Background: an optimization exercise with open tools, aiming at small area and a short achievable clock period. Do not read the settings as production practice. At most, simulation tests tie the RTL to the original design; equivalence was not proved. Function not checked in runs 1, 3 and 4: the RTL went through the layout flow alone.

--- flow/flow/run.sh ---
#!/bin/bash
set -euo pipefail
export BUFFER_PORTS_ARGS="-buffer_cell sky130_fd_sc_hd__buf_2"
bash standard.sh > standard_flow.log 2>&1
--- flow/standard.sh ---
#!/bin/bash
# synth_recipe.tcl (not shown) runs the flow's synth.tcl, then flattens the netlist and writes it again
# the make line also repeats each setting of config.mk as NAME=value (left out here)
make -C /OpenROAD-flow-scripts/flow DESIGN_CONFIG=/design/flow/config.mk WORK_HOME=/design/flow/orfs CLKGATE_MAP_FILE= SYNTH_SCRIPT=/design/flow/synth_recipe.tcl "${@:-finish}"
--- flow/config.mk ---
export PLATFORM = sky130hd
export DESIGN_NAME = pifo_pop_collector_top
export DESIGN_NICKNAME = pifo_pop_collector_top
export VERILOG_FILES = /design/flow/design.v
export SDC_FILE = /design/flow/constraint.sdc
export NUM_CORES = 4
export LEC_CHECK = 0
export CAP_MARGIN = 20
export CORE_MARGIN = 2
export CORE_UTILIZATION = 60
export GPL_TIMING_DRIVEN = 0
export SETUP_SLACK_MARGIN = 3.3
export SLEW_MARGIN = 20
export SYNTH_HIERARCHICAL = 1
export SYNTH_MINIMUM_KEEP_SIZE = 0
--- flow/constraint.sdc ---
create_clock -name core_clock -period 7.0 [get_ports {i_clk}]
set_input_delay 1.4000 -clock core_clock [delete_from_list [all_inputs] [get_ports {i_clk}]]
set_output_delay 1.4000 -clock core_clock [all_outputs]
set_load 0.01 [all_outputs]
--- flow/design.v ---
module pifo_aoi222 (
  input  logic a0, b0, a1, b1, a2, b2,
  output logic y
);
  assign y = ~((a0 & b0) | (a1 & b1) | (a2 & b2));
endmodule
module pifo_nand3 (
  input  logic a, b, c,
  output logic y
);
  assign y = ~(a & b & c);
endmodule
module pifo_nand2 (
  input  logic a, b,
  output logic y
);
  assign y = ~(a & b);
endmodule
module pifo_ohmux16 (
  input  logic [15:0] s,
  input  logic [15:0] d,
  output logic        y
);
  logic [5:0] n;
  logic [1:0] o;
  pifo_aoi222 u0 (.a0(s[0]),  .b0(d[0]),  .a1(s[1]),  .b1(d[1]),  .a2(s[2]),  .b2(d[2]),  .y(n[0]));
  pifo_aoi222 u1 (.a0(s[3]),  .b0(d[3]),  .a1(s[4]),  .b1(d[4]),  .a2(s[5]),  .b2(d[5]),  .y(n[1]));
  pifo_aoi222 u2 (.a0(s[6]),  .b0(d[6]),  .a1(s[7]),  .b1(d[7]),  .a2(s[8]),  .b2(d[8]),  .y(n[2]));
  pifo_aoi222 u3 (.a0(s[9]),  .b0(d[9]),  .a1(s[10]), .b1(d[10]), .a2(s[11]), .b2(d[11]), .y(n[3]));
  pifo_aoi222 u4 (.a0(s[12]), .b0(d[12]), .a1(s[13]), .b1(d[13]), .a2(s[14]), .b2(d[14]), .y(n[4]));
  pifo_nand2  u5 (.a(s[15]), .b(d[15]), .y(n[5]));
  pifo_nand3  v0 (.a(n[0]), .b(n[1]), .c(n[2]), .y(o[0]));
  pifo_nand3  v1 (.a(n[3]), .b(n[4]), .c(n[5]), .y(o[1]));
  assign y = o[0] | o[1];
endmodule
module pifo_ohmux4 (
  input  logic [3:0] s,
  input  logic [3:0] d,
  output logic       y
);
  assign y = |(s & d);
endmodule
module pifo_pop_collector #(
  parameter int PTW      = 16,
  parameter int MTW      = 0,
  parameter int LEVEL    = 4,
  parameter int TREE_NUM = 4,
  parameter int DEPTH    = 16,
  parameter int CNTW     = 8,
  localparam int TREE_NUM_BITS = $clog2(TREE_NUM),
  localparam int DW            = MTW + PTW,
  localparam int AW            = $clog2(DEPTH)
) (
  input  logic                     i_clk,
  input  logic                     i_arst_n,
  input  logic [LEVEL-1:0]         i_pop_req,
  input  logic [LEVEL-1:0][TREE_NUM_BITS-1:0] i_pop_req_tree_id,
  input  logic [LEVEL-1:0]         i_is_level0_pop,
  input  logic [LEVEL-1:0][TREE_NUM_BITS-1:0] i_tree_id,
  input  logic [LEVEL-1:0][DW-1:0] i_pop_data,
  output logic                     o_valid,
  input  logic                     i_ready,
  output logic [TREE_NUM_BITS-1:0] o_tree_id,
  output logic [DW-1:0]            o_data,
  output logic                     o_empty_pop,
  output logic [AW:0]              o_count,
  output logic [TREE_NUM-1:0][CNTW-1:0] o_outstanding,
  output logic                     o_overflow,
  output logic                     o_unexpected,
  input  logic                     i_clr_err
);
  localparam int EW = TREE_NUM_BITS + DW;    
  localparam int NB = 4;                     
  localparam int HB = CNTW - 2;              
  logic [EW-1:0]     r_mem [0:DEPTH-1];
  logic [EW-1:0]     r_head;
  logic              r_head_ones;
  logic [AW-1:0]     r_rd_ptr;
  logic [AW:0]       r_count;
  logic              r_valid;
  logic [CNTW-1:0]   r_outstanding [0:TREE_NUM-1];
  logic              r_overflow;
  logic              r_unexpected;
  logic [3:0]        p;
  assign p = i_is_level0_pop;
  logic [AW-1:0]     w_wr_ptr;
  logic [DEPTH-1:0]  w_wr_oh;
  logic [NB-1:0]     w_rank_oh [0:NB-1];   
  logic [NB:1]       w_pop_ge;             
  logic [NB:1]       w_room_ge;            
  logic [NB:1]       w_acc_ge;             
  logic              w_drop;
  logic [EW-1:0]     w_bank_d [0:NB-1];
  logic [DEPTH-1:0]  w_wen;
  logic [EW-1:0]     w_lane_d [0:NB-1];
  assign w_wr_ptr = r_rd_ptr + r_count[AW-1:0];
  always_comb begin
    for (int e = 0; e < DEPTH; e++) w_wr_oh[e] = (w_wr_ptr == AW'(e));
    for (int l = 0; l < NB; l++) w_lane_d[l] = {i_tree_id[l], i_pop_data[l]};
  end
  always_comb begin
    w_rank_oh[0] = 4'b0001;
    w_rank_oh[1] = {2'b00, p[0], ~p[0]};
    w_rank_oh[2] = {1'b0, p[0] & p[1], (p[0] & ~p[1]) | (~p[0] & p[1]), ~p[0] & ~p[1]};
    w_rank_oh[3] = {p[0] & p[1] & p[2],
                    (p[0] & p[1] & ~p[2]) | (p[0] & ~p[1] & p[2]) | (~p[0] & p[1] & p[2]),
                    (p[0] & ~p[1] & ~p[2]) | (~p[0] & p[1] & ~p[2]) | (~p[0] & ~p[1] & p[2]),
                    ~p[0] & ~p[1] & ~p[2]};
    w_pop_ge[1] = |p;
    w_pop_ge[2] = (p[0] & p[1]) | (p[0] & p[2]) | (p[0] & p[3]) | (p[1] & p[2]) | (p[1] & p[3]) | (p[2] & p[3]);
    w_pop_ge[3] = (p[0] & p[1] & p[2]) | (p[0] & p[1] & p[3]) | (p[0] & p[2] & p[3]) | (p[1] & p[2] & p[3]);
    w_pop_ge[4] = &p;
  end
  always_comb begin
    w_drop = 1'b0;
    for (int k = 1; k <= NB; k++) begin
      w_room_ge[k] = (r_count <= (AW+1)'(DEPTH - k));
      w_acc_ge[k]  = w_pop_ge[k] & w_room_ge[k];
      w_drop       = w_drop | (w_pop_ge[k] & ~w_room_ge[k]);
    end
  end
  logic [NB-1:0]     w_bsel [0:NB-1];      
  always_comb begin
    for (int b = 0; b < NB; b++) begin
      logic [1:0] k;
      k = 2'(b) - w_wr_ptr[1:0];
      for (int l = 0; l < NB; l++) w_bsel[b][l] = p[l] & w_rank_oh[l][k];
    end
  end
  for (genvar b = 0; b < NB; b++) begin : g_bank
    for (genvar i = 0; i < EW; i++) begin : g_bit
      pifo_ohmux4 u_mux (
        .s (w_bsel[b]),
        .d ({w_lane_d[3][i], w_lane_d[2][i], w_lane_d[1][i], w_lane_d[0][i]}),
        .y (w_bank_d[b][i])
      );
    end
  end
  always_comb begin
    for (int e = 0; e < DEPTH; e++) begin
      w_wen[e] = 1'b0;
      for (int k = 0; k < NB; k++)
        w_wen[e] = w_wen[e] | (w_wr_oh[(e - k + DEPTH) % DEPTH] & w_acc_ge[k+1]);
    end
  end
  always_ff @(posedge i_clk) begin
    for (int e = 0; e < DEPTH; e++)
      if (w_wen[e]) r_mem[e] <= w_bank_d[e % NB];
  end
  logic              w_fire;
  logic [DEPTH-1:0]  w_nx_oh;
  logic [EW-1:0]     w_next;
  logic [EW-1:0]     w_first;
  logic              w_first_ones;
  logic [NB-1:0]     w_first_sel;
  logic              w_cnt0, w_cnt1, w_cnt_ge2;
  assign w_fire    = r_valid & i_ready;
  assign w_cnt0    = (r_count == '0);
  assign w_cnt1    = (r_count == (AW+1)'(1));
  assign w_cnt_ge2 = ~w_cnt0 & ~w_cnt1;
  always_comb begin
    for (int e = 0; e < DEPTH; e++) w_nx_oh[e] = (r_rd_ptr == AW'((e - 1 + DEPTH) % DEPTH));
    w_first_sel  = {~p[0] & ~p[1] & ~p[2], ~p[0] & ~p[1] & p[2], ~p[0] & p[1], p[0]};
    w_first_ones = 1'b0;
    for (int l = 0; l < NB; l++)
      w_first_ones = w_first_ones | (w_first_sel[l] & (&i_pop_data[l]));
  end
  for (genvar i = 0; i < EW; i++) begin : g_head_bit
    logic [DEPTH-1:0] col;
    for (genvar e = 0; e < DEPTH; e++) begin : g_col
      assign col[e] = r_mem[e][i];
    end
    pifo_ohmux16 u_next (.s(w_nx_oh), .d(col), .y(w_next[i]));
    pifo_ohmux4  u_first (
      .s (w_first_sel),
      .d ({w_lane_d[3][i], w_lane_d[2][i], w_lane_d[1][i], w_lane_d[0][i]}),
      .y (w_first[i])
    );
  end
  always_ff @(posedge i_clk) begin
    if (w_fire | w_cnt0) begin
      r_head      <= w_cnt_ge2 ? w_next : w_first;
      r_head_ones <= w_cnt_ge2 ? (&w_next[DW-1:0]) : w_first_ones;
    end
  end
  logic [CNTW-1:0]   w_out_nxt [0:TREE_NUM-1];
  logic              w_unexp;
  function automatic logic [HB-1:0] incr(input logic [HB-1:0] x);
    logic c;
    c = 1'b1;
    for (int i = 0; i < HB; i++) begin
      incr[i] = x[i] ^ c;
      c       = c & x[i];
    end
  endfunction
  function automatic logic [HB-1:0] decr(input logic [HB-1:0] x);
    logic b;
    b = 1'b1;
    for (int i = 0; i < HB; i++) begin
      decr[i] = x[i] ^ b;
      b       = b & ~x[i];
    end
  endfunction
  function automatic logic [1:0] fa(input logic a, input logic b, input logic c);
    fa = {(a & b) | (a & c) | (b & c), a ^ b ^ c};
  endfunction
  always_comb begin
    w_unexp = 1'b0;
    for (int t = 0; t < TREE_NUM; t++) begin
      logic [3:0]    inc, ndec;
      logic [1:0]    f1, f2, f3, f4, f5, f6;
      logic          up, dn;      
      logic [HB-1:0] hi, hi_up, hi_dn;
      logic          hi_max, hi_zero;
      for (int l = 0; l < NB; l++) begin
        inc[l]  = i_pop_req[l] & (i_pop_req_tree_id[l] == TREE_NUM_BITS'(t));
        ndec[l] = ~(p[l] & (i_tree_id[l] == TREE_NUM_BITS'(t)));
      end
      f1 = fa(inc[0], inc[1], inc[2]);
      f2 = fa(inc[3], ndec[0], ndec[1]);
      f3 = fa(ndec[2], ndec[3], r_outstanding[t][0]);
      f4 = fa(f1[0], f2[0], f3[0]);                   
      f5 = fa(f1[1], f2[1], f3[1]);                   
      f6 = fa(f5[0], f4[1], r_outstanding[t][1]);     
      up = f5[1] & f6[1];
      dn = ~f5[1] & ~f6[1];
      hi      = r_outstanding[t][CNTW-1:2];
      hi_max  = &hi;
      hi_zero = ~|hi;
      hi_up   = hi_max  ? hi : incr(hi);
      hi_dn   = hi_zero ? hi : decr(hi);
      w_out_nxt[t][CNTW-1:2] = ({HB{up}} & hi_up) | ({HB{dn}} & hi_dn) | ({HB{~up & ~dn}} & hi);
      w_out_nxt[t][1:0]      = (up & hi_max) ? 2'b11 : (dn & hi_zero) ? 2'b00 : {f6[0], f4[0]};
      w_unexp = w_unexp | (dn & hi_zero);
    end
  end
  logic [AW:0]       w_count_nxt;
  logic              w_valid_nxt;
  always_comb begin
    logic [AW:0]   cand [0:5];    
    logic [NB+1:0] acc_t;         
    logic [AW:0]   x;
    logic          c;
    for (int j = 0; j < 6; j++) begin
      x = r_count;
      if (j == 0) begin
        c = 1'b1;
        for (int i = 0; i <= AW; i++) begin
          cand[j][i] = x[i] ^ c;
          c          = c & ~x[i];
        end
      end else begin
        cand[j] = x;
        for (int k = 1; k < j; k++) begin
          c = 1'b1;
          for (int i = 0; i <= AW; i++) begin
            cand[j][i] = x[i] ^ c;
            c          = c & x[i];
          end
          x = cand[j];
        end
      end
    end
    acc_t = {1'b0, w_acc_ge, 1'b1};
    w_count_nxt = '0;
    for (int n = 0; n <= NB; n++)
      w_count_nxt = w_count_nxt
                  | ({(AW+1){acc_t[n] & ~acc_t[n+1] &  w_fire}} & cand[n])
                  | ({(AW+1){acc_t[n] & ~acc_t[n+1] & ~w_fire}} & cand[n+1]);
  end
  assign w_valid_nxt = w_acc_ge[1] | w_cnt_ge2 | (w_cnt1 & ~i_ready);
  always_ff @(posedge i_clk or negedge i_arst_n) begin
    if (!i_arst_n) begin
      r_rd_ptr     <= '0;
      r_count      <= '0;
      r_valid      <= 1'b0;
      r_overflow   <= 1'b0;
      r_unexpected <= 1'b0;
      for (int t = 0; t < TREE_NUM; t++) r_outstanding[t] <= '0;
    end else begin
      if (w_fire) r_rd_ptr <= r_rd_ptr + AW'(1);
      r_count <= w_count_nxt;
      r_valid <= w_valid_nxt;
      for (int t = 0; t < TREE_NUM; t++) r_outstanding[t] <= w_out_nxt[t];
      r_overflow   <= w_drop  | (r_overflow   & ~i_clr_err);
      r_unexpected <= w_unexp | (r_unexpected & ~i_clr_err);
    end
  end
  assign o_valid      = r_valid;
  assign {o_tree_id, o_data} = r_head;
  assign o_empty_pop  = r_head_ones;
  assign o_count      = r_count;
  assign o_overflow   = r_overflow;
  assign o_unexpected = r_unexpected;
  always_comb begin
    for (int t = 0; t < TREE_NUM; t++) o_outstanding[t] = r_outstanding[t];
  end
endmodule
module pifo_pop_collector_top (
  input  logic        i_clk,
  input  logic        i_arst_n,
  input  logic [3:0]  i_pop_req,
  input  logic [7:0]  i_pop_req_tree_id,
  input  logic [3:0]  i_is_level0_pop,
  input  logic [7:0]  i_tree_id,
  input  logic [63:0] i_pop_data,
  output logic        o_valid,
  input  logic        i_ready,
  output logic [1:0]  o_tree_id,
  output logic [15:0] o_data,
  output logic        o_empty_pop,
  output logic [4:0]  o_count,
  output logic [31:0] o_outstanding,
  output logic        o_overflow,
  output logic        o_unexpected,
  input  logic        i_clr_err
);
  logic [3:0][1:0]  w_req_tid;
  logic [3:0][1:0]  w_tid;
  logic [3:0][15:0] w_data;
  logic [3:0][7:0]  w_out;
  always_comb begin
    for (int l = 0; l < 4; l++) begin
      w_req_tid[l] = i_pop_req_tree_id[2*l +: 2];
      w_tid[l]     = i_tree_id[2*l +: 2];
      w_data[l]    = i_pop_data[16*l +: 16];
    end
    for (int t = 0; t < 4; t++) o_outstanding[8*t +: 8] = w_out[t];
  end
  pifo_pop_collector #(
    .PTW(16), .MTW(0), .LEVEL(4), .TREE_NUM(4), .DEPTH(16), .CNTW(8)
  ) u_core (
    .i_clk             (i_clk),
    .i_arst_n          (i_arst_n),
    .i_pop_req         (i_pop_req),
    .i_pop_req_tree_id (w_req_tid),
    .i_is_level0_pop   (i_is_level0_pop),
    .i_tree_id         (w_tid),
    .i_pop_data        (w_data),
    .o_valid           (o_valid),
    .i_ready           (i_ready),
    .o_tree_id         (o_tree_id),
    .o_data            (o_data),
    .o_empty_pop       (o_empty_pop),
    .o_count           (o_count),
    .o_outstanding     (w_out),
    .o_overflow        (o_overflow),
    .o_unexpected      (o_unexpected),
    .i_clr_err         (i_clr_err)
  );
endmodule
==> results of run 1 <==
-- modules after synthesis (local to each module, per instance), a selection --
| module | cells | copies in the design | flip-flops and latches |
|---|---|---|---|
| pifo_ohmux16 | 1 | 18 | 0 |
| pifo_ohmux4 | 3 | 90 | 0 |
| pifo_nand2 | 1 | 18 | 0 |
| pifo_aoi222 | 1 | 90 | 0 |
| pifo_nand3 | 1 | 36 | 0 |
-- per-layer routing --
metal  vias up  GRT usage [%]  part of all wire, %
li1       6056              -                    -
met1      6983           51.1                   35
met2      1293           58.1                   43
met3       297           11.1                   15
met4         0           17.8                  5.9
met5         -              0                    0
-- how the worst max path moves through the flow --
stage	startpoint	to	slack, ns	depth (start not counted)
after floorplan	i_is_level0_pop[0]	u_core.r_mem[12][0]	3.13	7
after global placement	i_is_level0_pop[0]	u_core.r_mem[9][4]	0.80	7
after detailed placement	i_is_level0_pop[0]	u_core.r_mem[5][7]	2.03	9
after CTS	i_is_level0_pop[0]	u_core.r_outstanding[0][5]	3.32	12
after global routing	u_core.r_count[1]	u_core.r_mem[2][8]	3.28	7
final	i_is_level0_pop[1]	u_core.r_mem[11][3]	3.36	9
-- per-stage QoR --
stage,hold slack (ns),cells
2_1_floorplan,0.541,1384
3_3_place_gp,0.511,1918
3_5_place_dp,0.509,1934
4_1_cts,0.530,2007
5_1_grt,0.575,2018
6_report,0.521,2018
-- cell usage after synthesis (all sizes together), types with 9 or more instances --
library cell    n  area, um2
mux2           23        263
nor3b          10       75.1
o211ai          9       67.6
nor2           49        184
or2            18        113
a21oi          17       85.1
o22ai          11       68.8
clkbuf         13       48.8
nand2b         11       68.8
a222oi         98        981
fa             25        500
nor3           11       60.1
xnor2          19        166
nand4          26        163
a22oi         185       1390
and2           21        131
ha             71        888
o21ai          27        135
dfrtp          44       1100
nand2         173        649
and3           14       87.6
edfxtp        307       9220
nand3          52        260
inv            75        282
-- cell type report --
cell class	count	area (um2)
sequential	351	10300
fill	1953	7620
multi-input combinational	940	7420
timing repair buffer	185	1360
clock buffer	43	970
tap	384	480
inverter	75	282
clock inverter	22	219
buffer	18	110
-- flip-flops by register name, summed over array words and instances (netlist names) --
name / cells
u_core.r_mem: 288
u_core.r_valid: 1
u_core.r_unexpected: 1
u_core.r_rd_ptr: 4
u_core.r_head_ones: 1
u_core.r_outstanding: 32
u_core.r_overflow: 1
u_core.r_head: 18
u_core.r_count: 5
-- tightest hold or removal path: cells and delay by family, from the launching register on --
kind,cells,cell delay (ns)
flops,1,0.35
compound gates,1,0.08
simple gates,1,0.06
-- timing repair --
| item | 4_1_cts | 5_1_grt |
|---|---|---|
| resized for setup | 17 | 16 |
| pin swaps | 5 | 4 |
| endpoints found under the setup margin | 624 | 446 |
| setup buffers | 8 | 10 |
| endpoints found under the hold margin | 0 | 0 |
-- kinds of logic (layout without fill, tap and decap cells) --
family / Yosys count / after routing
xor gates and xnor gates: 24 / 24
and+or+nand+nor: 409 / 409
AOI/OAI and AO/OA: 383 / 383
adders and majority gates: 96 / 96
DFF: 351 / 351
muxes: 28 / 28
buffers and inverters: 93 / 343
==> impl_metrics.toml, run 1 <==
[sta]
slew_headroom_pct = 16.5
final-setup-viol-count = 0
fmax_mhz = 275
hold_viol_final = 0
setup_tns_ns = 0
worst_slew_pin_slew_ns = 1.25
slew_viol_final = 0
layout_setup_ws_ns = 3.36
final.min_clock_period_ns = 3.64
period_share_pct = 52.0
fin_skew_ns = 0.0167
rsz0062_at_grt = "no"

[setup_path]
worstSetupPathType = "in2reg"
critPathTopFamily = "simple AND/OR/NAND/NOR gates"
slowest_stage = "nor2_4"
critPathCaptureType = "flop"
rrSetupSlack_ns = 3.38
reg2regPathDepth = 8
crit_required_ns = 7.14
cp_slowest_stage_delay_ns = 0.74
cp_data_arrival_time_ns = 3.78
path_cells = "buf_2 > ha_1 > buf_2 > nand3_1 > nor3_2 > clkbuf_4 > a22o_1 > nor2_2 > nor2_4"
reg2reg_from = "u_core.r_count[0]"
crit_fanout = 18
start_kind = "input pin"
r2r_end = "u_core.r_mem[10][10]"
cpMostUsedCell = "buf_2"
cp_num_buf_inv = 3

[logic_synthesis]
synth_flop_cell = "edfxtp_1"
synth_xor_area_share_pct = 1.19
avgSynthCellArea_um2 = 12.7
synth_fa_ha_area_share_pct = 7.88
syn_inst = 1384
synth_fp_nets = 1572
synth-simple-area-share_pct = 11.1
ys_types = 53
yosysWarnings = 23
synth_area_um2 = 17600
ys_ff_latch = 351
seq_area_frac_synth_pct = 58.6
synth_top_family_by_area = "compound AO/OA/AOI/OAI gates"
synth_edf_count = 307
synth_mux_area_share_pct = 1.78
synth_compound_area_share_pct = 17.4
async_flop_share_pct = 12.5

[detailed_routing]
routed_wirelength_mm = 60.1
firstDrtPassIters = 11
viasPerCell = 7.25
ant_nets = 0
vias = 14600
drc = 0
wire_per_inst_um = 29.8
drtIter0Drc = 2985

[grt]
grt_pass1_vias = 14100
grt_first_pass_wirelength_mm = 86.4
grt_max_degree = 45
grt_antenna_before_repair = 0
overflow = 0
gr-usage-all-layers_pct = 38.2

[worst_hold_path]
holdCritPathClass = "reg2reg"
worstHoldEndpoint = "u_core.r_overflow"
holdPathStages = 2
min_from = "u_core.r_overflow"

[placement]
gp_congestion = 0.920
dpl_worst_slack_ns = 2.03
placed_cell_area_um2 = 19600
dp_hpwl_mm = 38.4
port_buffers = 150

[floorplanning]
fp.dieArea_um2 = 30700
row_count = 62
start_util_pct = 61.2
die_h_um = 175
die_x_um = 175
core_um2 = 28800
io_pins = 151

[cts]
cts_made_buffers = 37
clkTransAtPathRegs_ns = 0.06
cts_root_buf = "clkbuf_16"
h-tree-depth = 2
clk_latency_ns = 0.53
cts_buffer_depth = 3
cts.sinks = 351
cts_hold_buf = 0
tritoncts = "done"

[finish]
drive_above_1_share_pct = 22.3
utilization_pct = 73.5
syn2layout_area_growth_pct = 20.1
n_antenna_cell = 0
mostFrequentLayoutCells = "307 x edfxtp_1, 184 x a22oi_1, 166 x nand2_1"
nNetsFinal = 1796
stdcell_area_um2 = 21200
final_common_cell = "edfxtp_1"

[outcome]
status = "no timing/DRC/antenna violations"

[flow_run]
maxCapViolCount = 0
==> run 2, diff against run 1 <==
--- a/flow/design.v
+++ b/flow/design.v
@@ -187,18 +187,2 @@
   logic              w_unexp;
-  function automatic logic [HB-1:0] incr(input logic [HB-1:0] x);
-    logic c;
-    c = 1'b1;
-    for (int i = 0; i < HB; i++) begin
-      incr[i] = x[i] ^ c;
-      c       = c & x[i];
-    end
-  endfunction
-  function automatic logic [HB-1:0] decr(input logic [HB-1:0] x);
-    logic b;
-    b = 1'b1;
-    for (int i = 0; i < HB; i++) begin
-      decr[i] = x[i] ^ b;
-      b       = b & ~x[i];
-    end
-  endfunction
   function automatic logic [1:0] fa(input logic a, input logic b, input logic c);
@@ -212,3 +196,4 @@
       logic          up, dn;      
-      logic [HB-1:0] hi, hi_up, hi_dn;
+      logic [HB-1:0] hi, tog;
+      logic          all1, all0;
       logic          hi_max, hi_zero;
@@ -229,5 +214,10 @@
       hi_zero = ~|hi;
-      hi_up   = hi_max  ? hi : incr(hi);
-      hi_dn   = hi_zero ? hi : decr(hi);
-      w_out_nxt[t][CNTW-1:2] = ({HB{up}} & hi_up) | ({HB{dn}} & hi_dn) | ({HB{~up & ~dn}} & hi);
+      all1 = 1'b1;
+      all0 = 1'b1;
+      for (int i = 0; i < HB; i++) begin
+        tog[i] = (up & ~hi_max & all1) | (dn & ~hi_zero & all0);
+        all1   = all1 & hi[i];
+        all0   = all0 & ~hi[i];
+      end
+      w_out_nxt[t][CNTW-1:2] = hi ^ tog;
       w_out_nxt[t][1:0]      = (up & hi_max) ? 2'b11 : (dn & hi_zero) ? 2'b00 : {f6[0], f4[0]};
@@ -239,32 +229,35 @@
   always_comb begin
-    logic [AW:0]   cand [0:5];    
     logic [NB+1:0] acc_t;         
-    logic [AW:0]   x;
-    logic          c;
-    for (int j = 0; j < 6; j++) begin
-      x = r_count;
-      if (j == 0) begin
-        c = 1'b1;
-        for (int i = 0; i <= AW; i++) begin
-          cand[j][i] = x[i] ^ c;
-          c          = c & ~x[i];
-        end
-      end else begin
-        cand[j] = x;
-        for (int k = 1; k < j; k++) begin
-          c = 1'b1;
-          for (int i = 0; i <= AW; i++) begin
-            cand[j][i] = x[i] ^ c;
-            c          = c & x[i];
-          end
-          x = cand[j];
-        end
+    logic [5:0]    n_oh;          
+    logic [3:0]    lo_oh;         
+    logic [1:0]    lo;
+    logic          up, dn;
+    logic [AW-2:0] hi, tog;
+    logic          all1, all0;
+    acc_t = {1'b0, w_acc_ge, 1'b1};
+    n_oh  = '0;
+    for (int j = 0; j <= NB; j++) begin
+      n_oh[j]   = n_oh[j]   | (acc_t[j] & ~acc_t[j+1] &  w_fire);
+      n_oh[j+1] = n_oh[j+1] | (acc_t[j] & ~acc_t[j+1] & ~w_fire);
+    end
+    for (int o = 0; o < 4; o++) lo_oh[o] = (r_count[1:0] == 2'(o));
+    lo = '0;
+    up = 1'b0;
+    dn = 1'b0;
+    for (int o = 0; o < 4; o++)
+      for (int j = 0; j < 6; j++) begin
+        if (o + j - 1 < 0)              dn    = dn    | (lo_oh[o] & n_oh[j]);
+        if (o + j - 1 >= 4)             up    = up    | (lo_oh[o] & n_oh[j]);
+        if (((o + j + 3) % 4) % 2 == 1) lo[0] = lo[0] | (lo_oh[o] & n_oh[j]);
+        if (((o + j + 3) % 4) >= 2)     lo[1] = lo[1] | (lo_oh[o] & n_oh[j]);
       end
+    hi   = r_count[AW:2];
+    all1 = 1'b1;
+    all0 = 1'b1;
+    for (int i = 0; i < AW - 1; i++) begin
+      tog[i] = (up & all1) | (dn & all0);
+      all1   = all1 & hi[i];
+      all0   = all0 & ~hi[i];
     end
-    acc_t = {1'b0, w_acc_ge, 1'b1};
-    w_count_nxt = '0;
-    for (int n = 0; n <= NB; n++)
-      w_count_nxt = w_count_nxt
-                  | ({(AW+1){acc_t[n] & ~acc_t[n+1] &  w_fire}} & cand[n])
-                  | ({(AW+1){acc_t[n] & ~acc_t[n+1] & ~w_fire}} & cand[n+1]);
+    w_count_nxt = {hi ^ tog, lo};
   end
--- a/flow/config.mk
+++ b/flow/config.mk
@@ -9,5 +9,6 @@
 export CORE_MARGIN = 2
-export CORE_UTILIZATION = 60
+export CORE_UTILIZATION = 65
+export CTS_BUF_LIST = sky130_fd_sc_hd__clkbuf_4 sky130_fd_sc_hd__clkbuf_8
 export GPL_TIMING_DRIVEN = 0
-export SETUP_SLACK_MARGIN = 3.3
+export SETUP_SLACK_MARGIN = 3.4
 export SLEW_MARGIN = 20
==> impl_metrics.toml, run 2 <==
[floorplanning]
row_count = 58
start_util_pct = 66.2
die_x_um = 164
fp.dieArea_um2 = 26900
core_um2 = 25100
io_pins = 151
die_h_um = 164

[logic_synthesis]
ys_top_cells_by_area = "edfxtp_1 55%, a22oi_1 8.3%, dfrtp_1 6.6%"
async_flop_share_pct = 12.5
ys_ff_latch = 351
yosys.area.top_type = "edfxtp_1"
ys_types = 56
seq_area_frac_synth_pct = 62.1
synth_area_um2 = 16600
synth_flop_cell = "edfxtp_1"
avgSynthCellArea_um2 = 13.3
syn_inst = 1254
synth_commonest_cells = "307 x edfxtp_1, 183 x a22oi_1, 149 x nand2_1"
synth_fp_nets = 1386
synth_edf_count = 307
yosysWarnings = 21
synth.most_common_cell = "edfxtp_1"
yosysTopAreaCellShare_pct = 55.5

[finish]
reg_top3 = "u_core.r_mem (288), u_core.r_outstanding (32), u_core.r_head (18)"
drive_above_1_share_pct = 26.0
largest-register = "u_core.r_mem"
largest_reg_flops = 288
n_antenna_cell = 0
final_common_cell = "edfxtp_1"
nNetsFinal = 1644
mostFrequentLayoutCells = "307 x edfxtp_1, 183 x a22oi_1, 149 x nand2_1"
syn2layout_area_growth_pct = 21.7
fillCellCount = 1450

[setup_path]
reg2reg_from = "u_core.r_rd_ptr[0]"
cp_slowest_stage_delay_ns = 0.69
start_kind = "input pin"
crit_required_ns = 7.40
cp_num_buf_inv = 3
path_cells = "buf_16 > clkbuf_16 > inv_2 > ha_2 > o21ai_0 > a31oi_1 > o211a_2 > a22oi_1 > nand2_1"
worstSetupPathType = "in2reg"
slowest_stage = "o211a_2"
cp_data_arrival_time_ns = 4.05
crit_fanout = 21
r2r_end = "u_core.r_mem[8][14]"
rrSetupSlack_ns = 3.39
reg2regPathDepth = 8
critPathCaptureType = "flop"
critPathTopFamily = "compound AO/OA/AOI/OAI gates"

[cts]
h-tree-depth = 2
tritoncts = "done"
cts_hold_buf = 0
cts.sinks = 351
clkTransAtPathRegs_ns = 0.06
clk_latency_ns = 0.59
cts_root_buf = "clkbuf_8"
cts_made_buffers = 53
cts_buffer_depth = 3

[sta]
final-setup-viol-count = 0
fin_skew_ns = 0.0172
final.min_clock_period_ns = 3.66
worst_slew_pin_slew_ns = 1.27
period_share_pct = 52.2
layout_setup_ws_ns = 3.34
rsz0062_at_grt = "yes"
hold_viol_final = 0
setup_tns_ns = 0
fmax_mhz = 273
slew_viol_final = 0
slew_headroom_pct = 15.4

[worst_hold_path]
holdPathStages = 1
holdCritPathClass = "reg2reg"
min_from = "u_core.r_outstanding[3][6]"
worstHoldEndpoint = "u_core.r_outstanding[3][6]"

[grt]
grt_antenna_before_repair = 1
grt_first_pass_wirelength_mm = 83.2
gr-usage-all-layers_pct = 42.9
overflow = 0
grt_max_degree = 45
grt_pass1_vias = 13800

[detailed_routing]
drtIter0Drc = 3116
viasPerCell = 7.56
ant_nets = 0
drc = 0
firstDrtPassIters = 10
vias = 14300
wire_per_inst_um = 31.0
routed_wirelength_mm = 58.4

[outcome]
status = "no timing/DRC/antenna violations"

[placement]
port_buffers = 149
dp_hpwl_mm = 35.8
dpl_worst_slack_ns = 1.92
gp_congestion = 0.965

[flow_run]
maxCapViolCount = 0
-- run 2: metrics by stage --
step | cells | hold slack (ns) | utilization (%) | instance area [um2]
after global routing | 1886 | 0.547 | 80.6 | 20200
after floorplan | 1254 | 0.528 | - | 16800
after detailed placement | 1748 | 0.510 | 73.1 | 18400
after global placement | 1733 | 0.490 | 71.5 | 17900
after CTS | 1863 | 0.520 | 78.8 | 19800
final | 1886 | 0.525 | 80.6 | 20200
-- run 2: what timing repair did --
item / CTS / global route
resized for setup: 25 / 30
setup endpoints to repair: 611 / 448
cloned: 1 / 0
setup buffers: 15 / 23
pin swaps: 10 / 20
-- run 2: worst max path at each step --
stage / slack, ns / to / from / cells past startpoint
detailed placement: 1.92 / u_core.r_mem[5][7] / i_is_level0_pop[0] / 10
finish: 3.34 / u_core.r_mem[10][14] / i_is_level0_pop[0] / 9
global placement: 1.73 / u_core.r_mem[6][7] / i_is_level0_pop[0] / 10
global route: 3.35 / u_core.r_outstanding[0][6] / i_is_level0_pop[0] / 12
floorplan: 2.99 / u_core.r_outstanding[0][6] / i_is_level0_pop[3] / 10
CTS: 3.40 / u_core.r_outstanding[0][6] / i_is_level0_pop[0] / 12
-- run 2: area by class of cell --
cell class | count | area [um2] | area share (%)
clock buffer | 70 | 876 | 4.33
multi-input combinational | 867 | 6570 | 32.5
inverter | 16 | 66.3 | 0.328
timing repair buffer | 203 | 1610 | 7.97
sequential | 351 | 10300 | 51.0
tap | 330 | 413 | 2.04
buffer | 20 | 139 | 0.687
clock inverter | 29 | 235 | 1.16
-- run 2: Yosys stat by module, one instance, submodules excluded, a selection --
module | area (um2) | cells | copies in the design | flip-flops and latches
pifo_aoi222 | 10.0 | 1 | 90 | 0
pifo_nand2 | 3.75 | 1 | 18 | 0
pifo_nand3 | 5.00 | 1 | 36 | 0
pifo_ohmux16 | 6.26 | 1 | 18 | 0
pifo_ohmux4 | 18.8 | 3 | 90 | 0
-- run 2: per-layer routing --
layer / global-route usage [%] / part of all wire, % / vias to the layer above
li1: - / - / 5715
met1: 55.4 / 31 / 6617
met2: 64.5 / 44 / 1544
met3: 13.8 / 17 / 391
met4: 24.6 / 7.2 / 0
met5: 0.947 / 0 / -
-- run 2: kinds of logic after synthesis --
family | synth area share, %
AND/OR/NAND/NOR | 11.6
buffers and inverters | 0.866
flip-flops | 62.1
AO/OA/AOI/OAI | 17.4
multiplexers | 2.04
adder cells (fa/ha/maj) | 4.14
XOR/XNOR | 1.84
==> run 3, diff against run 2 <==
--- a/flow/design.v
+++ b/flow/design.v
@@ -18,9 +18,9 @@
 endmodule
-module pifo_ohmux16 (
-  input  logic [15:0] s,
-  input  logic [15:0] d,
+module pifo_ohmux20 (
+  input  logic [19:0] s,
+  input  logic [19:0] d,
   output logic        y
 );
-  logic [5:0] n;
-  logic [1:0] o;
+  logic [7:0] n;
+  logic [2:0] o;
   pifo_aoi222 u0 (.a0(s[0]),  .b0(d[0]),  .a1(s[1]),  .b1(d[1]),  .a2(s[2]),  .b2(d[2]),  .y(n[0]));
@@ -30,6 +30,9 @@
   pifo_aoi222 u4 (.a0(s[12]), .b0(d[12]), .a1(s[13]), .b1(d[13]), .a2(s[14]), .b2(d[14]), .y(n[4]));
-  pifo_nand2  u5 (.a(s[15]), .b(d[15]), .y(n[5]));
+  pifo_aoi222 u5 (.a0(s[15]), .b0(d[15]), .a1(s[16]), .b1(d[16]), .a2(s[17]), .b2(d[17]), .y(n[5]));
+  pifo_nand2  u6 (.a(s[18]), .b(d[18]), .y(n[6]));
+  pifo_nand2  u7 (.a(s[19]), .b(d[19]), .y(n[7]));
   pifo_nand3  v0 (.a(n[0]), .b(n[1]), .c(n[2]), .y(o[0]));
   pifo_nand3  v1 (.a(n[3]), .b(n[4]), .c(n[5]), .y(o[1]));
-  assign y = o[0] | o[1];
+  assign o[2] = ~(n[6] & n[7]);
+  assign y = |o;
 endmodule
@@ -138,8 +141,10 @@
   end
+  logic [NB-1:0]     w_wen_g [0:DEPTH-1];
   always_comb begin
-    for (int e = 0; e < DEPTH; e++) begin
-      w_wen[e] = 1'b0;
+    for (int e = 0; e < DEPTH; e++)
       for (int k = 0; k < NB; k++)
-        w_wen[e] = w_wen[e] | (w_wr_oh[(e - k + DEPTH) % DEPTH] & w_acc_ge[k+1]);
-    end
+        w_wen_g[e][k] = w_wr_oh[(e - k + DEPTH) % DEPTH] & w_room_ge[k+1];
+  end
+  for (genvar e = 0; e < DEPTH; e++) begin : g_wen
+    pifo_ohmux4 u_wen (.s(w_wen_g[e]), .d(w_pop_ge), .y(w_wen[e]));
   end
@@ -151,5 +156,2 @@
   logic [DEPTH-1:0]  w_nx_oh;
-  logic [EW-1:0]     w_next;
-  logic [EW-1:0]     w_first;
-  logic              w_first_ones;
   logic [NB-1:0]     w_first_sel;
@@ -163,6 +165,6 @@
     w_first_sel  = {~p[0] & ~p[1] & ~p[2], ~p[0] & ~p[1] & p[2], ~p[0] & p[1], p[0]};
-    w_first_ones = 1'b0;
-    for (int l = 0; l < NB; l++)
-      w_first_ones = w_first_ones | (w_first_sel[l] & (&i_pop_data[l]));
   end
+  logic [19:0]       w_head_sel;
+  logic [EW-1:0]     w_head_d;
+  assign w_head_sel = {w_first_sel & {NB{~w_cnt_ge2}}, w_nx_oh & {DEPTH{w_cnt_ge2}}};
   for (genvar i = 0; i < EW; i++) begin : g_head_bit
@@ -172,7 +174,6 @@
     end
-    pifo_ohmux16 u_next (.s(w_nx_oh), .d(col), .y(w_next[i]));
-    pifo_ohmux4  u_first (
-      .s (w_first_sel),
-      .d ({w_lane_d[3][i], w_lane_d[2][i], w_lane_d[1][i], w_lane_d[0][i]}),
-      .y (w_first[i])
+    pifo_ohmux20 u_head (
+      .s (w_head_sel),
+      .d ({w_lane_d[3][i], w_lane_d[2][i], w_lane_d[1][i], w_lane_d[0][i], col}),
+      .y (w_head_d[i])
     );
@@ -181,4 +182,4 @@
     if (w_fire | w_cnt0) begin
-      r_head      <= w_cnt_ge2 ? w_next : w_first;
-      r_head_ones <= w_cnt_ge2 ? (&w_next[DW-1:0]) : w_first_ones;
+      r_head      <= w_head_d;
+      r_head_ones <= &w_head_d[DW-1:0];
     end
==> impl_metrics.toml, run 3 <==
[logic_synthesis]
synth_area_um2 = 17000
avgSynthCellArea_um2 = 12.7
seq_area_frac_synth_pct = 60.8
yosysWarnings = 23
synth_fp_nets = 1471
synth_compound_area_share_pct = 18.7
synth_edf_count = 307
syn_inst = 1339
synth_fa_ha_area_share_pct = 4.05
synth.most_common_cell = "edfxtp_1"
synth_commonest_cells = "307 x edfxtp_1, 176 x a22oi_1, 166 x nand2_1"
synth_mux_area_share_pct = 0.302
synth_top_family_by_area = "compound AO/OA/AOI/OAI gates"
ys_top_cells_by_area = "edfxtp_1 54%, a22oi_1 7.8%, dfrtp_1 6.5%"
synth-simple-area-share_pct = 12.9
synth_flop_cell = "edfxtp_1"
yosys.area.top_type = "edfxtp_1"
ys_types = 72
ys_ff_latch = 351
async_flop_share_pct = 12.5
yosysTopAreaCellShare_pct = 54.3
synth_xor_area_share_pct = 1.70

[detailed_routing]
firstDrtPassIters = 16
viasPerCell = 7.47
wl_met3_mm = 10.5
routed_wirelength_mm = 60.0
m1WireLength_mm = 19.6
topRoutingLayerUsed = "met5"
ant_nets = 0
wl_met2_mm = 25.5
vias = 14800
drtIter0Drc = 3147
drc = 0
wire_per_inst_um = 30.3

[sta]
fmax_mhz = 278
slew_viol_final = 0
hold_viol_final = 0
slew_headroom_pct = 8.59
worst_slew_pin_slew_ns = 1.37
setup_tns_ns = 0
rsz0062_at_grt = "no"
final.min_clock_period_ns = 3.60
fin_skew_ns = 0.0306
final-setup-viol-count = 0
period_share_pct = 51.4

[cts]
tritoncts = "done"
cts_hold_buf = 0
cts.sinks = 351
h-tree-depth = 2
clkTransAtPathRegs_ns = 0.07
cts_buffer_depth = 3
clk_latency_ns = 0.62
cts_root_buf = "clkbuf_8"
cts_made_buffers = 55

[setup_path]
reg2regPathDepth = 8
worstSetupPathType = "reg2reg"
cp_num_buf_inv = 1
reg2reg_from = "u_core.r_rd_ptr[2]"
worst-path-stages = 8
start_kind = "flop"
critPathTopFamily = "simple AND/OR/NAND/NOR gates"
cp_data_arrival_time_ns = 4.00
crit_fanout = 18
path_cells = "clkbuf_1 > nand2b_1 > nor2_4 > a222oi_1 > nand3_1 > nand4bb_2 > nand4_1 > nor4_1"
r2r_end = "u_core.r_head_ones"
cp_slowest_stage_delay_ns = 0.71
critPathCaptureType = "flop"
crit_required_ns = 7.40
rrSetupSlack_ns = 3.40
slowest_stage = "nor2_4"

[floorplanning]
fp.dieArea_um2 = 27400
io_pins = 151
die_h_um = 166
row_count = 59
start_util_pct = 65.7
die_x_um = 166
core_um2 = 25800

[finish]
drive_above_1_share_pct = 25.3
largest_reg_flops = 288
largest-register = "u_core.r_mem"
mostFrequentLayoutCells = "307 x edfxtp_1, 176 x a22oi_1, 153 x buf_2"
reg_top3 = "u_core.r_mem (288), u_core.r_outstanding (32), u_core.r_head (18)"
syn2layout_area_growth_pct = 20.7
nNetsFinal = 1733
final_common_cell = "edfxtp_1"

[flow_run]
maxCapViolCount = 0

[placement]
dp_hpwl_mm = 35.6
port_buffers = 149
gp_congestion = 0.944

[worst_hold_path]
holdPathStages = 1
min_from = "u_core.r_outstanding[3][4]"
worstHoldEndpoint = "u_core.r_outstanding[3][4]"
holdCritPathClass = "reg2reg"

[grt]
grt_pass1_vias = 14800
grt_antenna_before_repair = 3
grt_first_pass_wirelength_mm = 87.6
grt_max_degree = 45
overflow = 0
gr-usage-all-layers_pct = 42.4

[outcome]
status = "no timing/DRC/antenna violations"
==> run 3: changes by cell type in the layout (fill, tap and decap cells not counted), sizes merged, moves of 14 or more <==
cell     change
a222oi      +16
inv         +19
mux2        -18
nand2       +17
nand3       +19
nand4       -16
nand4bb     +18
nor2        +45
or2         -14
==> run 3: final cells by class <==
cell class	instances	area (um2)
Antenna cell	2	5.00
Buffer	30	185
Clock buffer	70	876
Clock inverter	28	297
Fill cell	1564	5340
Inverter	34	130
Multi-Input combinational cell	924	6880
Sequential cell	351	10300
Tap cell	335	419
Timing Repair Buffer	205	1390
==> run 3: per-layer routing <==
metal	vias up	GRT usage, %
met5	-	0
met1	6798	56.0
met4	4	24.8
met2	1552	62.2
li1	6022	-
met3	410	14.0
==> run 3: kinds of logic after synthesis <==
group,Yosys count
XOR/XNOR,33
multiplexers,5
buffers and inverters,64
adder cells (fa/ha/maj),40
flip-flops,351
AO/OA/AOI/OAI,398
AND/OR/NAND/NOR,448
==> run 3: how the worst max path moves through the flow <==
stage	startpoint	end	slack, ns
finish	u_core.r_rd_ptr[2]	u_core.r_head_ones	3.40
global route	u_core.r_count[4]	u_core.r_head_ones	3.39
CTS	i_is_level0_pop[0]	u_core.r_head_ones	3.31
detailed placement	i_is_level0_pop[0]	u_core.r_head_ones	2.63
global placement	u_core.r_count[4]	u_core.r_head_ones	1.36
floorplan	i_is_level0_pop[2]	u_core.r_unexpected	3.16
==> run 3: per-module statistics from Yosys (local to each module, per instance), a selection <==
module,copies in the design,flops+latches,cells
pifo_aoi222,108,0,1
pifo_nand2,36,0,1
pifo_nand3,36,0,1
pifo_ohmux20,18,0,1
pifo_ohmux4,88,0,3
==> run 3: timing repair <==
item,in CTS,in global routing
gates cloned,0,0
hold endpoints to repair,0,0
buffers inserted,19,16
pin swaps,7,11
resized for setup,10,37
setup endpoints to repair,74,280
==> run 3: per-stage QoR <==
step	instance area, um2	setup slack, ns	cells	util [%]	hold slack (ns)
global placement	18300	1.36	1823	70.7	0.497
CTS	20200	3.31	1960	78.2	0.513
global route	20500	3.39	1978	79.3	0.534
finish	20500	3.40	1979	79.3	0.518
floorplan	17100	3.16	1339	-	0.538
detailed placement	18800	2.63	1843	72.6	0.501
==> run 4, diff against run 3 <==
--- a/flow/design.v
+++ b/flow/design.v
@@ -18,2 +18,8 @@
 endmodule
+module pifo_tog (
+  input  logic h, up, u, dn, d,
+  output logic y
+);
+  assign y = h ^ ((up & u) | (dn & d));
+endmodule
 module pifo_ohmux20 (
@@ -81,2 +87,3 @@
   logic [AW-1:0]     r_rd_ptr;
+  logic [AW-1:0]     r_wr_ptr;    
   logic [AW:0]       r_count;
@@ -98,3 +105,3 @@
   logic [EW-1:0]     w_lane_d [0:NB-1];
-  assign w_wr_ptr = r_rd_ptr + r_count[AW-1:0];
+  assign w_wr_ptr = r_wr_ptr;
   always_comb begin
@@ -188,2 +195,15 @@
   logic              w_unexp;
+  logic [TREE_NUM-1:0] w_up, w_dn;
+  logic [HB-1:0]     w_tog_u [0:TREE_NUM-1];   
+  logic [HB-1:0]     w_tog_d [0:TREE_NUM-1];   
+  for (genvar t = 0; t < TREE_NUM; t++) begin : g_cnt
+    for (genvar i = 0; i < HB; i++) begin : g_bit
+      pifo_tog u_tog (
+        .h  (r_outstanding[t][i+2]),
+        .up (w_up[t]), .u (w_tog_u[t][i]),
+        .dn (w_dn[t]), .d (w_tog_d[t][i]),
+        .y  (w_out_nxt[t][i+2])
+      );
+    end
+  end
   function automatic logic [1:0] fa(input logic a, input logic b, input logic c);
@@ -197,3 +217,3 @@
       logic          up, dn;      
-      logic [HB-1:0] hi, tog;
+      logic [HB-1:0] hi;
       logic          all1, all0;
@@ -215,6 +235,7 @@
       hi_zero = ~|hi;
-      all1 = 1'b1;
-      all0 = 1'b1;
+      all1 = ~hi_max;
+      all0 = ~hi_zero;
       for (int i = 0; i < HB; i++) begin
-        tog[i] = (up & ~hi_max & all1) | (dn & ~hi_zero & all0);
+        w_tog_u[t][i] = all1;
+        w_tog_d[t][i] = all0;
         all1   = all1 & hi[i];
@@ -222,4 +243,5 @@
       end
-      w_out_nxt[t][CNTW-1:2] = hi ^ tog;
-      w_out_nxt[t][1:0]      = (up & hi_max) ? 2'b11 : (dn & hi_zero) ? 2'b00 : {f6[0], f4[0]};
+      w_up[t] = up;
+      w_dn[t] = dn;
+      w_out_nxt[t][1:0] = (up & hi_max) ? 2'b11 : (dn & hi_zero) ? 2'b00 : {f6[0], f4[0]};
       w_unexp = w_unexp | (dn & hi_zero);
@@ -264,2 +286,30 @@
   end
+  logic [AW-1:0]     w_wr_nxt;
+  always_comb begin
+    logic [NB+1:0] acc_t;
+    logic [NB:0]   a_oh;          
+    logic [3:0]    lo_oh;
+    logic [1:0]    lo;
+    logic          cy;
+    logic [AW-3:0] hi, tog;
+    logic          all1;
+    acc_t = {1'b0, w_acc_ge, 1'b1};
+    for (int j = 0; j <= NB; j++) a_oh[j] = acc_t[j] & ~acc_t[j+1];
+    for (int o = 0; o < 4; o++) lo_oh[o] = (r_wr_ptr[1:0] == 2'(o));
+    lo = '0;
+    cy = 1'b0;
+    for (int o = 0; o < 4; o++)
+      for (int j = 0; j <= NB; j++) begin
+        if (o + j >= 4)             cy    = cy    | (lo_oh[o] & a_oh[j]);
+        if (((o + j) % 4) % 2 == 1) lo[0] = lo[0] | (lo_oh[o] & a_oh[j]);
+        if (((o + j) % 4) >= 2)     lo[1] = lo[1] | (lo_oh[o] & a_oh[j]);
+      end
+    hi   = r_wr_ptr[AW-1:2];
+    all1 = 1'b1;
+    for (int i = 0; i < AW - 2; i++) begin
+      tog[i] = cy & all1;
+      all1   = all1 & hi[i];
+    end
+    w_wr_nxt = {hi ^ tog, lo};
+  end
   assign w_valid_nxt = w_acc_ge[1] | w_cnt_ge2 | (w_cnt1 & ~i_ready);
@@ -268,2 +318,3 @@
       r_rd_ptr     <= '0;
+      r_wr_ptr     <= '0;
       r_count      <= '0;
@@ -275,2 +326,3 @@
       if (w_fire) r_rd_ptr <= r_rd_ptr + AW'(1);
+      r_wr_ptr <= w_wr_nxt;
       r_count <= w_count_nxt;
==> impl_metrics.toml, run 4 <==
[setup_path]
cpMostUsedCell = "buf_2"
crit_fanout = 18
r2r_end = "u_core.r_head_ones"
critPathTopFamily = "simple AND/OR/NAND/NOR gates"
rrSetupSlack_ns = 3.42
cp_data_arrival_time_ns = 4.02
cp_num_buf_inv = 4
cp_slowest_stage_delay_ns = 1.08
worstSetupPathType = "in2reg"
reg2regPathDepth = 11
slowest_stage = "and2_1"
crit_required_ns = 7.42
critPathCaptureType = "flop"
start_kind = "input pin"
reg2reg_from = "u_core.r_count[4]"
path_cells = "buf_2 > buf_6 > inv_2 > ha_1 > buf_2 > mux2i_1 > o21ai_0 > and2_1 > a22oi_1 > nand2_1"

[finish]
syn2layout_area_growth_pct = 17.1
n_antenna_cell = 0
fillCellCount = 1632
seq_area_um2 = 10400
largest_reg_flops = 288
mostFrequentLayoutCells = "307 x edfxtp_1, 179 x a22oi_1, 164 x nand2_1"
nNetsFinal = 1751
largest-register = "u_core.r_mem"
drive_above_1_share_pct = 23.4
reg_top3 = "u_core.r_mem (288), u_core.r_outstanding (32), u_core.r_head (18)"
multi_input_area_um2 = 7010
final_common_cell = "edfxtp_1"

[cts]
clkTransAtPathRegs_ns = 0.06
cts_root_buf = "clkbuf_8"
clk_latency_ns = 0.62
cts_buffer_depth = 3
tritoncts = "done"
h-tree-depth = 2
cts.sinks = 355
cts_made_buffers = 55

[logic_synthesis]
synth_commonest_cells = "307 x edfxtp_1, 180 x nand2_1, 179 x a22oi_1"
synth_xor_area_share_pct = 1.71
synth_flop_cell = "edfxtp_1"
ys_types = 65
ys_top_cells_by_area = "edfxtp_1 53%, a22oi_1 7.7%, dfrtp_1 6.9%"
synth-simple-area-share_pct = 14.1
ys_ff_latch = 355
syn_inst = 1384
yosys.area.top_type = "edfxtp_1"
async_flop_share_pct = 13.5
yosysWarnings = 51
synth_mux_area_share_pct = 0.345
synth_fp_nets = 1513
synth_compound_area_share_pct = 18.3
synth_area_um2 = 17400
synth_fa_ha_area_share_pct = 3.70
synth.most_common_cell = "edfxtp_1"
yosysTopAreaCellShare_pct = 53.0
seq_area_frac_synth_pct = 59.9
synth_edf_count = 307
synth_top_family_by_area = "compound AO/OA/AOI/OAI gates"
avgSynthCellArea_um2 = 12.6

[sta]
rsz0062_at_grt = "yes"
slew_viol_final = 0
hold_slack_ns = 0.513
slew_headroom_pct = 8.73
final-setup-viol-count = 0
fin_skew_ns = 0.0314
final.min_clock_period_ns = 3.60
setup_tns_ns = 0
period_share_pct = 51.4
worst_slew_pin_slew_ns = 1.37
hold_viol_final = 0
fmax_mhz = 278

[floorplanning]
start_util_pct = 66.6
row_count = 59
fp.dieArea_um2 = 28100
core_um2 = 26100
die_h_um = 168
io_pins = 151
die_x_um = 168

[placement]
port_buffers = 150
dp_hpwl_mm = 35.1
gp_congestion = 0.866

[worst_hold_path]
holdCritPathClass = "reg2reg"
worstHoldEndpoint = "u_core.r_outstanding[2][4]"
holdPathStages = 1
min_from = "u_core.r_outstanding[2][4]"

[grt]
grt_pass1_vias = 14500
grt_max_degree = 49
grt_first_pass_wirelength_mm = 86.7
gr-usage-all-layers_pct = 41.6
grt_antenna_before_repair = 1
overflow = 0

[detailed_routing]
firstDrtPassIters = 11
drc = 0
viasPerCell = 7.49
wire_per_inst_um = 29.6
drtIter0Drc = 3411
routed_wirelength_mm = 59.1
vias = 14900
ant_nets = 0

[outcome]
status = "no timing/DRC/antenna violations"

[flow_run]
maxCapViolCount = 0
[run 4: changes by cell type after synthesis, sizes merged, moves of 6 or more]
cell,before,now
a21oi,28,13
a22oi,176,203
a31oi,13,7
and2,8,23
and3,15,24
inv,34,56
nand2,166,180
nand2b,6,13
nand3,65,56
or3,11,3
[run 4: layout make-up]
type / count / area share, %
sequential: 355 / 51.2
multi-input combinational: 946 / 34.4
timing repair buffer: 181 / 5.39
clock buffer: 70 / 4.27
tap: 335 / 2.06
inverter: 56 / 1.05
buffer: 27 / 0.891
clock inverter: 25 / 0.756
[run 4: worst max path at each step]
stage | slack (ns) | to | from | depth (start not counted)
global placement | 1.62 | u_core.r_head_ones | u_core.r_count[4] | 10
finish | 3.40 | u_core.r_mem[15][7] | i_is_level0_pop[0] | 10
detailed placement | 2.66 | u_core.r_mem[12][9] | i_is_level0_pop[0] | 9
global route | 3.31 | u_core.r_head_ones | u_core.r_count[4] | 9
CTS | 3.31 | u_core.r_head_ones | u_core.r_count[4] | 12
floorplan | 3.25 | u_core.r_outstanding[0][4] | i_is_level0_pop[2] | 10
[run 4: through the flow]
step / setup slack, ns / utilization, % / instance area [um2] / std cells
after floorplan: 3.25 / - / 17500 / 1384
after global placement: 1.62 / 71.4 / 18600 / 1869
after detailed placement: 2.66 / 72.9 / 19100 / 1885
after CTS: 3.31 / 77.1 / 20200 / 1980
after global routing: 3.31 / 77.9 / 20400 / 1995
final: 3.40 / 77.9 / 20400 / 1995
[run 4: Yosys stat by module (local to each module, per instance), a selection]
module	area, um2	cells	times used
pifo_aoi222	10.0	1	108
pifo_nand2	3.75	1	36
pifo_nand3	5.00	1	36
pifo_ohmux20	11.3	1	18
pifo_ohmux4	18.8	3	88
pifo_tog	21.3	2	24
[run 4: kinds of logic (layout without fill, tap and decap cells)]
logic type,after synthesis,count (layout)
fa+ha+maj,37,37
simple gates,494,494
mux,6,6
flops,355,355
xor+xnor,34,34
buf+inv,83,359
compound gates,375,375
[run 4: timing repair]
| action | 4_1_cts | 5_1_grt |
|---|---|---|
| hold endpoints to repair | 0 | 0 |
| pin swaps | 0 | 6 |
| setup buffers | 0 | 15 |
| endpoints found under the setup margin | 260 | 348 |
| hold buffers | 0 | 0 |
| gates resized for setup | 18 | 21 |
[run 4: layer usage]
metal	vias to the layer above	track usage, %	part of all wire [%]
li1	6086	-	-
met1	6953	54.0	33
met2	1504	62.6	43
met3	391	13.1	17
met4	0	23.5	7.6
met5	-	0	0
==> run 5, diff against run 4 <==
--- a/flow/design.v
+++ b/flow/design.v
@@ -18,2 +18,23 @@
 endmodule
+module pifo_xor2 (
+  input  logic a, b,
+  output logic y
+);
+  assign y = a ^ b;
+endmodule
+module pifo_maj3 (
+  input  logic a, b, c,
+  output logic y
+);
+  assign y = (a & b) | (a & c) | (b & c);
+endmodule
+module pifo_fa (
+  input  logic a, b, c,
+  output logic s, co
+);
+  logic x;
+  pifo_xor2 u_x0 (.a(a), .b(b), .y(x));
+  pifo_xor2 u_x1 (.a(x), .b(c), .y(s));
+  pifo_maj3 u_m  (.a(a), .b(b), .c(c), .y(co));
+endmodule
 module pifo_tog (
@@ -198,3 +219,22 @@
   logic [HB-1:0]     w_tog_d [0:TREE_NUM-1];   
+  logic [1:0]        w_f1 [0:TREE_NUM-1];    
+  logic [1:0]        w_f2 [0:TREE_NUM-1];
+  logic [1:0]        w_f3 [0:TREE_NUM-1];
+  logic [1:0]        w_f4 [0:TREE_NUM-1];    
+  logic [1:0]        w_f5 [0:TREE_NUM-1];    
+  logic [1:0]        w_f6 [0:TREE_NUM-1];    
   for (genvar t = 0; t < TREE_NUM; t++) begin : g_cnt
+    logic [NB-1:0] inc, ndec;
+    always_comb begin
+      for (int l = 0; l < NB; l++) begin
+        inc[l]  = i_pop_req[l] & (i_pop_req_tree_id[l] == TREE_NUM_BITS'(t));
+        ndec[l] = ~(p[l] & (i_tree_id[l] == TREE_NUM_BITS'(t)));
+      end
+    end
+    pifo_fa u_f1 (.a(inc[0]),  .b(inc[1]),  .c(inc[2]),  .s(w_f1[t][0]), .co(w_f1[t][1]));
+    pifo_fa u_f2 (.a(inc[3]),  .b(ndec[0]), .c(ndec[1]), .s(w_f2[t][0]), .co(w_f2[t][1]));
+    pifo_fa u_f3 (.a(ndec[2]), .b(ndec[3]), .c(r_outstanding[t][0]), .s(w_f3[t][0]), .co(w_f3[t][1]));
+    pifo_fa u_f4 (.a(w_f1[t][0]), .b(w_f2[t][0]), .c(w_f3[t][0]), .s(w_f4[t][0]), .co(w_f4[t][1]));
+    pifo_fa u_f5 (.a(w_f1[t][1]), .b(w_f2[t][1]), .c(w_f3[t][1]), .s(w_f5[t][0]), .co(w_f5[t][1]));
+    pifo_fa u_f6 (.a(w_f5[t][0]), .b(w_f4[t][1]), .c(r_outstanding[t][1]), .s(w_f6[t][0]), .co(w_f6[t][1]));
     for (genvar i = 0; i < HB; i++) begin : g_bit
@@ -208,5 +248,2 @@
   end
-  function automatic logic [1:0] fa(input logic a, input logic b, input logic c);
-    fa = {(a & b) | (a & c) | (b & c), a ^ b ^ c};
-  endfunction
   always_comb begin
@@ -214,4 +251,2 @@
     for (int t = 0; t < TREE_NUM; t++) begin
-      logic [3:0]    inc, ndec;
-      logic [1:0]    f1, f2, f3, f4, f5, f6;
       logic          up, dn;      
@@ -220,14 +255,4 @@
       logic          hi_max, hi_zero;
-      for (int l = 0; l < NB; l++) begin
-        inc[l]  = i_pop_req[l] & (i_pop_req_tree_id[l] == TREE_NUM_BITS'(t));
-        ndec[l] = ~(p[l] & (i_tree_id[l] == TREE_NUM_BITS'(t)));
-      end
-      f1 = fa(inc[0], inc[1], inc[2]);
-      f2 = fa(inc[3], ndec[0], ndec[1]);
-      f3 = fa(ndec[2], ndec[3], r_outstanding[t][0]);
-      f4 = fa(f1[0], f2[0], f3[0]);                   
-      f5 = fa(f1[1], f2[1], f3[1]);                   
-      f6 = fa(f5[0], f4[1], r_outstanding[t][1]);     
-      up = f5[1] & f6[1];
-      dn = ~f5[1] & ~f6[1];
+      up = w_f5[t][1] & w_f6[t][1];
+      dn = ~w_f5[t][1] & ~w_f6[t][1];
       hi      = r_outstanding[t][CNTW-1:2];
@@ -245,3 +270,3 @@
       w_dn[t] = dn;
-      w_out_nxt[t][1:0] = (up & hi_max) ? 2'b11 : (dn & hi_zero) ? 2'b00 : {f6[0], f4[0]};
+      w_out_nxt[t][1:0] = (up & hi_max) ? 2'b11 : (dn & hi_zero) ? 2'b00 : {w_f6[t][0], w_f4[t][0]};
       w_unexp = w_unexp | (dn & hi_zero);
--- a/flow/config.mk
+++ b/flow/config.mk
@@ -12,3 +12,3 @@
 export GPL_TIMING_DRIVEN = 0
-export SETUP_SLACK_MARGIN = 3.4
+export SETUP_SLACK_MARGIN = 4.3
 export SLEW_MARGIN = 20
@@ -16 +16,2 @@
 export SYNTH_MINIMUM_KEEP_SIZE = 0
+export TNS_END_PERCENT = 10
==> impl_metrics.toml, run 5 <==
[setup_path]
crit_required_ns = 7.34
crit_start = "u_core.r_count[2]"
path_cells = "buf_6 > or3_4 > or2_4 > and3_4 > buf_12 > buf_4 > and2_4 > a222oi_1 > nand3_1 > nand4bb_4 > nand4_1 > nor4_2"
cp_slowest_stage_delay_ns = 0.47
critPathTopFamily = "simple AND/OR/NAND/NOR gates"
slowest_stage = "a222oi_1"
cp_data_arrival_time_ns = 3.53
worstSetupPathType = "reg2reg"
start_kind = "flop"
reg2reg_from = "u_core.r_count[2]"
cp_num_buf_inv = 3
crit_fanout = 6
critPathCaptureType = "flop"

[sta]
hold_slack_ns = 0.516
final.min_clock_period_ns = 3.20
worst_slew_pin_slew_ns = 0.925
period_share_pct = 45.7
fmax_mhz = 313
rsz0062_at_grt = "yes"
final-setup-viol-count = 0
fin_skew_ns = 0.0377
setup_tns_ns = 0
slew_viol_final = 0
hold_viol_final = 0
slew_headroom_pct = 38.2

[cts]
clkTransAtPathRegs_ns = 0.06
cts_root_buf = "clkbuf_8"
h-tree-depth = 2
tritoncts = "done"
cts.sinks = 355
cts_made_buffers = 55
clk_latency_ns = 0.62
cts_buffer_depth = 3

[logic_synthesis]
async_flop_share_pct = 13.5
synth_flop_cell = "edfxtp_1"
synth_edf_count = 307
synth_xor_area_share_pct = 4.22
syn_inst = 1396
synth.most_common_cell = "edfxtp_1"
synth_mux_area_share_pct = 0.186
synth_fp_nets = 1501
avgSynthCellArea_um2 = 12.5
ys_top_cells_by_area = "edfxtp_1 53%, a22oi_1 7.6%, dfrtp_1 6.9%"
seq_area_frac_synth_pct = 59.7
synth-simple-area-share_pct = 13.1
yosysTopAreaCellShare_pct = 52.8
yosysWarnings = 57
synth_commonest_cells = "307 x edfxtp_1, 177 x a22oi_1, 175 x nand2_1"
synth_top_family_by_area = "compound AO/OA/AOI/OAI gates"
ys_ff_latch = 355
synth_fa_ha_area_share_pct = 2.48
ys_types = 56
synth_area_um2 = 17400
synth_compound_area_share_pct = 18.6
yosys.area.top_type = "edfxtp_1"

[floorplanning]
start_util_pct = 66.6
die_h_um = 168
row_count = 59
io_pins = 151
core_um2 = 26200
die_x_um = 168
fp.dieArea_um2 = 28200

[detailed_routing]
drtIter0Drc = 3379
wire_per_inst_um = 31.2
drc = 0
ant_nets = 0
vias = 15300
viasPerCell = 7.48
firstDrtPassIters = 12
routed_wirelength_mm = 63.9

[grt]
overflow = 0
grt_antenna_before_repair = 4
grt_pass1_vias = 14400
gr-usage-all-layers_pct = 43.1
grt_first_pass_wirelength_mm = 89.1
grt_max_degree = 49

[worst_hold_path]
holdCritPathClass = "reg2reg"
min_from = "u_core.r_outstanding[3][7]"

[finish]
nNetsFinal = 1774
final_common_cell = "edfxtp_1"
drive_above_1_share_pct = 29.1
mostFrequentLayoutCells = "307 x edfxtp_1, 163 x a22oi_1, 148 x buf_2"
reg_top3 = "u_core.r_mem (288), u_core.r_outstanding (32), u_core.r_head (18)"
largest-register = "u_core.r_mem"
stdcell_count = 2049
syn2layout_area_growth_pct = 22.0
largest_reg_flops = 288

[placement]
dp_cells = 1888
dp_hpwl_mm = 34.6
port_buffers = 149
gp_congestion = 0.902

[outcome]
status = "no timing/DRC/antenna violations"

[flow_run]
maxCapViolCount = 0
[run 5: cell types whose count changed after synthesis, sizes merged, moves of 6 or more]
cell    delta
xor2      +48
nor3       -6
maj3      +24
nor2      -12
and2       +9
fa        -24
o21ai      +9
inv       -17
nand2b     -8
[run 5: cell families after synthesis]
logic type               after synthesis
adder cells (fa/ha/maj)               37
AO/OA/AOI/OAI                        389
flip-flops                           355
multiplexers                           3
AND/OR/NAND/NOR                      464
XOR/XNOR                              84
buffers and inverters                 64
[run 5: worst paths after layout]
check,end,slack (ns),cells after the start
max,u_core.r_head_ones,3.80,12
min,u_core.r_outstanding[3][7],0.52,1
max reg2reg,u_core.r_head_ones,3.80,12
min reg2reg,u_core.r_outstanding[3][7],0.52,1
max in group asynchronous,u_core.r_outstanding[3][7],5.71,1
min in group asynchronous,u_core.r_wr_ptr[3],0.81,1
[run 5: final cells by class]
cell class                 instances  area [um2]
clock inverter                    30         198
sequential                       355       10400
timing repair buffer             204        1460
tap                              335         419
antenna                            2        5.00
fill                            1501        4920
buffer                            25         211
inverter                          39         160
multi-input combinational        989        7530
clock buffer                      70         876
[run 5: stage by stage]
stage	instance area [um2]	util [%]	worst slack (ns)
2_1_floorplan	17600	-	3.48
3_3_place_gp	18700	71.4	2.01
3_5_place_dp	19000	72.5	2.90
4_1_cts	20900	79.6	3.93
5_1_grt	21300	81.2	3.82
6_report	21300	81.2	3.80
[run 5: per-module statistics from Yosys (local to each module, per instance), excerpt]
module,area (um2),cells inside
pifo_aoi222,10.0,1
pifo_maj3,11.3,1
pifo_nand2,3.75,1
pifo_nand3,5.00,1
pifo_ohmux20,11.3,1
pifo_ohmux4,18.8,3
pifo_tog,21.3,2
pifo_xor2,8.76,1
[run 5: layer usage]
metal	vias to the layer above	track usage, %	routed length (um)
met2	1580	64.8	27600
met4	8	23.2	4710
met5	-	0	117
met1	7097	56.0	20300
li1	6238	-	-
met3	408	14.5	11200
[run 5: repair_timing]
| action | in CTS | in global routing |
|---|---|---|
| gates cloned | 7 | 5 |
| hold buffers | 0 | 0 |
| buffers inserted | 37 | 10 |
| gates resized for setup | 93 | 78 |
| setup endpoints to repair | 631 | 639 |
| pin swaps | 36 | 23 |

[static timing again, ports no longer ideal]
No port has a modelled driver above. Below, the same layouts with a new extraction and two added sets of constraints.
Step 1 sets driving cells, clkbuf_16 on the clock port and buf_2 on the other inputs (assumed; they add their load-dependent delay and slew).
Step 2 adds t to the input delays and takes it off the output delays; t is the mean of the earliest and latest rising clock arrival at the registers after step 1. Input paths then give back, and output paths get back, about the clock's delay inside the block.
Three values: ideal, step 1, step 2; two values: the first two.
| run | t, ns | setup slack, ns | latest minus earliest clock arrival (ns) | worst register clock-pin slew, ns |
|---|---|---|---|---|
| run 1 | 0.572 | 3.357 / 3.381 / 2.811 | 0.020 / 0.020 | 0.06 / 0.06 |
| run 2 | 0.631 | 3.343 / 3.276 / 2.644 | 0.018 / 0.019 | 0.07 / 0.07 |
| run 3 | 0.655 | 3.399 / 3.399 / 2.846 | 0.031 / 0.031 | 0.07 / 0.07 |
| run 4 | 0.651 | 3.404 / 3.419 / 2.779 | 0.033 / 0.033 | 0.07 / 0.07 |
| run 5 | 0.650 | 3.804 / 3.804 / 3.211 | 0.046 / 0.046 | 0.07 / 0.07 |
After both steps setup and hold are still met in every run listed. The setup slack of run 2, which loses most, moves by -0.067 ns with the drivers and by -0.699 ns with both steps.
